Context: an optimization exercise on an open-source flow, tuned for small area, a short achievable clock period and few clock cycles per item. The choices shown serve that exercise and are no tape-out recipe. RTL that was checked went through simulation tests only; none was proved equivalent to the original. Power figures rest on the tool's default switching activity, not on a simulated workload.

==> flow/design.v <==
package poc_pkg;
  localparam int unsigned TaskW       = 4;
  localparam int unsigned TaskNum     = 1 << TaskW;
  localparam int unsigned FieldSlots  = 10;
  localparam int unsigned FieldW      = TaskW * FieldSlots;
  localparam int unsigned MaskW       = FieldSlots;
  localparam int unsigned MaxSlots    = 16;
  localparam int unsigned SlotsDefault = 10;
  function automatic logic [TaskW-1:0] field_nibble(logic [FieldW-1:0] v, int unsigned k);
    logic [FieldW-1:0] sh;
    sh  = v >> (TaskW * k);
    field_nibble = '0;
    if (k < FieldSlots) begin
      field_nibble = sh[TaskW-1:0];
    end
  endfunction
  function automatic logic mask_bit(logic [MaskW-1:0] m, int unsigned k);
    logic [MaskW-1:0] sh;
    sh  = m >> k;
    mask_bit = 1'b0;
    if (k < MaskW) begin
      mask_bit = sh[0];
    end
  endfunction
  function automatic int unsigned pack_slots(int unsigned n);
    pack_slots = (n < FieldSlots) ? n : FieldSlots;
  endfunction
endpackage
module poc_rank (
  input  logic [9:0]        x_i,
  output logic [10:0][10:0] cnt_o
);
  localparam int unsigned N = 10;
  function automatic logic [N:0] conv(logic [N:0] a, logic [N:0] b);
    conv = '0;
    for (int s = 0; s <= N; s++) begin
      for (int x = 0; x <= s; x++) begin
        conv[s] = conv[s] | (a[x] & b[s-x]);
      end
    end
  endfunction
  function automatic logic [N:0] oh1(logic x);
    oh1 = '0;
    oh1[0] = !x;
    oh1[1] = x;
  endfunction
  logic [N:0] p01, p23, p45, p67, p89, q0, q1, q45_6;
  always_comb begin
    p01   = conv(oh1(x_i[0]), oh1(x_i[1]));
    p23   = conv(oh1(x_i[2]), oh1(x_i[3]));
    p45   = conv(oh1(x_i[4]), oh1(x_i[5]));
    p67   = conv(oh1(x_i[6]), oh1(x_i[7]));
    p89   = conv(oh1(x_i[8]), oh1(x_i[9]));
    q0    = conv(p01, p23);
    q1    = conv(p45, p67);
    q45_6 = conv(p45, oh1(x_i[6]));
    cnt_o[0]  = oh1(1'b0);
    cnt_o[1]  = oh1(x_i[0]);
    cnt_o[2]  = p01;
    cnt_o[3]  = conv(p01, oh1(x_i[2]));
    cnt_o[4]  = q0;
    cnt_o[5]  = conv(q0, oh1(x_i[4]));
    cnt_o[6]  = conv(q0, p45);
    cnt_o[7]  = conv(q0, q45_6);
    cnt_o[8]  = conv(q0, q1);
    cnt_o[9]  = conv(cnt_o[8], oh1(x_i[8]));
    cnt_o[10] = conv(cnt_o[8], p89);
  end
endmodule
module permutation_order_crossover_unit #(
  parameter int unsigned SLOTS = poc_pkg::SlotsDefault
) (
  input  logic                        clk_i,
  input  logic                        rst_ni,
  input  logic                        in_valid_i,
  output logic                        in_stall_o,
  input  logic [poc_pkg::FieldW-1:0]  donor_perm_i,
  input  logic [poc_pkg::FieldW-1:0]  receiver_perm_i,
  input  logic [poc_pkg::MaskW-1:0]   take_mask_i,
  output logic                        out_valid_o,
  input  logic                        out_stall_i,
  output logic [poc_pkg::FieldW-1:0]  child_perm_o,
  output logic                        fill_error_o
);
  localparam int unsigned N  = 10;
  localparam int unsigned TW = poc_pkg::TaskW;
  logic       advance;
  logic [1:0] valid_q;
  assign advance     = !(valid_q[1] && out_stall_i);
  assign in_stall_o  = !advance;
  assign out_valid_o = valid_q[1];
  always_ff @(posedge clk_i or negedge rst_ni) begin
    if (!rst_ni) begin
      valid_q <= '0;
    end else if (advance) begin
      valid_q <= {valid_q[0], in_valid_i};
    end
  end
  logic [N-1:0][TW-1:0] c_d;      
  logic [N-1:0][TW-1:0] r;        
  logic [N-1:0][15:1]   rh;       
  logic [15:1]          present;  
  logic [N-1:0][15:1]   seen;     
  logic [N-1:0][TW-1:0] rm_d;     
  logic [N-1:0][TW-1:0] c1_q, rm1_q;
  always_comb begin
    present = '0;
    for (int k = 0; k < N; k++) begin
      c_d[k] = take_mask_i[k] ? donor_perm_i[TW*k +: TW] : '0;
      r[k]   = receiver_perm_i[TW*k +: TW];
      for (int v = 1; v < 16; v++) begin
        rh[k][v] = (r[k] == 4'(v));
        present[v] = present[v] | (c_d[k] == 4'(v));
      end
    end
    for (int i = 0; i < N; i++) begin
      seen[i] = present;
      for (int j = 0; j < i; j++) seen[i] = seen[i] | rh[j];
      rm_d[i] = |(rh[i] & ~seen[i]) ? r[i] : '0;
    end
  end
  always_ff @(posedge clk_i) begin
    if (advance) begin
      c1_q  <= c_d;
      rm1_q <= rm_d;
    end
  end
  logic [N-1:0]         cand;
  logic [N-1:0]         empty;
  logic [N:0][N:0]      crank;    
  logic [N:0][N:0]      erank;    
  logic [N-1:0]         placed;   
  logic [N-1:0][TW-1:0] lst_d;    
  logic [N-1:0][3:0]    up_d;     
  logic                 err_d;
  always_comb begin
    for (int i = 0; i < N; i++) begin
      cand[i]  = (rm1_q[i] != '0);
      empty[i] = (c1_q[i] == '0);
    end
  end
  poc_rank u_crank (.x_i(cand),  .cnt_o(crank));
  poc_rank u_erank (.x_i(empty), .cnt_o(erank));
  always_comb begin
    for (int e = 0; e < N; e++) begin
      placed[e] = (erank[N] >> (e+1)) != '0;
      lst_d[e]  = '0;
      for (int i = e; i < N; i++) begin
        lst_d[e] = lst_d[e] | ((placed[e] && crank[i][e]) ? rm1_q[i] : '0);
      end
      up_d[e] = '0;
      for (int k = e; k < N; k++) begin
        if (empty[k] && erank[k][e]) up_d[e] = up_d[e] | 4'(k-e);
      end
    end
    err_d = 1'b0;
    for (int n = 0; n < N; n++) begin
      if (crank[N][n] && placed[n]) err_d = 1'b1;
    end
  end
  logic [4:0][N-1:0][TW-1:0] x;
  logic [4:0][N-1:0][3:0]    u;
  logic [poc_pkg::FieldW-1:0] child_q;
  logic                 err2_q;
  always_comb begin
    x[4] = lst_d;
    u[4] = up_d;
    for (int s = 3; s >= 0; s--) begin
      for (int p = 0; p < N; p++) begin
        x[s][p] = u[s+1][p][s] ? '0 : x[s+1][p];
        u[s][p] = u[s+1][p][s] ? '0 : u[s+1][p];
        if (p >= (1 << s) && u[s+1][p-(1<<s)][s]) begin
          x[s][p] = x[s][p] | x[s+1][p-(1<<s)];
          u[s][p] = u[s][p] | u[s+1][p-(1<<s)];
        end
      end
    end
  end
  always_ff @(posedge clk_i) begin
    if (advance) begin
      child_q <= c1_q | x[0];
      err2_q  <= err_d;
    end
  end
  assign child_perm_o = child_q;
  assign fill_error_o = err2_q;
endmodule
export LEC_CHECK = 0
export CAP_MARGIN = 20
export CORE_MARGIN = 2
export CORE_UTILIZATION = 40
export SETUP_SLACK_MARGIN = 2.5
export SLEW_MARGIN = 20
create_clock -name core_clock -period 6.0 [get_ports {clk_i}]
standard.sh (not shown) runs the stock make flow with config.mk's settings and CLKGATE_MAP_FILE= SYNTH_SCRIPT=/design/flow/synth_recipe.tcl, a recipe that flattens the netlist after the stock synthesis.
==> flow/flow/run.sh <==
#!/bin/bash
# The standard layout, with the port buffers made from buf_2 cells instead
# of the delay-buffer cells the flow picks by default. Every port still gets
# its own buffer; everything else is the standard.sh unchanged.
set -euo pipefail
export BUFFER_PORTS_ARGS="-buffer_cell sky130_fd_sc_hd__buf_2"
bash standard.sh finish > standard_make.log 2>&1
Next try:
--- a/flow/design.v
+++ b/flow/design.v
@@ -133,6 +133,9 @@
   logic [N-1:0][TW-1:0] lst_d;    
   logic [N-1:0][3:0]    up_d;     
   logic                 err_d;
+  logic [N-1:0][TW-1:0] c2_q, lst2_q;
+  logic [N-1:0][3:0]    up2_q;
+  logic                 err2_q;
   always_comb begin
     for (int i = 0; i < N; i++) begin
       cand[i]  = (rm1_q[i] != '0);
@@ -158,13 +161,19 @@
       if (crank[N][n] && placed[n]) err_d = 1'b1;
     end
   end
+  always_ff @(posedge clk_i) begin
+    if (advance) begin
+      c2_q   <= c1_q;
+      lst2_q <= lst_d;
+      up2_q  <= up_d;
+      err2_q <= err_d;
+    end
+  end
   logic [4:0][N-1:0][TW-1:0] x;
   logic [4:0][N-1:0][3:0]    u;
-  logic [poc_pkg::FieldW-1:0] child_q;
-  logic                 err2_q;
   always_comb begin
-    x[4] = lst_d;
-    u[4] = up_d;
+    x[4] = lst2_q;
+    u[4] = up2_q;
     for (int s = 3; s >= 0; s--) begin
       for (int p = 0; p < N; p++) begin
         x[s][p] = u[s+1][p][s] ? '0 : x[s+1][p];
@@ -176,12 +185,6 @@
       end
     end
   end
-  always_ff @(posedge clk_i) begin
-    if (advance) begin
-      child_q <= c1_q | x[0];
-      err2_q  <= err_d;
-    end
-  end
-  assign child_perm_o = child_q;
+  assign child_perm_o = c2_q | x[0];
   assign fill_error_o = err2_q;
 endmodule
After rerunning: The changed run completed with no timing, DRC or antenna violations. Routed wire length is lower by 5.0%. Setup slack improved by 0.78 ns. Utilization is lower by 5.7 points. Critical path depth is lower by 2. Via count is lower by 3.5%. Hold slack got worse by 0.019 ns. Clock power is higher by about 7%. Total power is higher by 1.3%. Area after synthesis is higher by 12%.
Testbench counts after the change, summed over its fixed seeds: cycles 4,008, items 4,000.
No functional check of the RTL was part of the first run of this note.

-- port drivers added, routing unchanged --
In the flow no input, the clock included, has a driving cell. The finished layouts below were timed again as built, in two steps. Step 1 assumes that a clkbuf_16 drives the clock port and a buf_2 every other input. Step 2 also shifts input and output timing later by t, the mid clock arrival at the registers, as if the neighbouring blocks saw the same clock. Three values: no drivers, after step 1, after step 2; two values: the first two.
| run | shift t [ns] | setup slack, ns | hold slack, ns | worst data-port slew with drivers (ns) |
|---|---|---|---|---|
| the first run | 0.469 | 1.662 / 1.662 / 1.662 | 0.470 / 0.470 / 0.470 | 0.06 |
| the second run | 0.491 | 2.438 / 2.438 / 2.048 | 0.451 / 0.451 / 0.451 | 0.06 |
After both steps setup and hold are still met in every run listed. The setup slack of the second run, which loses most, moves by 0.000 ns with the drivers and by -0.390 ns with both steps.
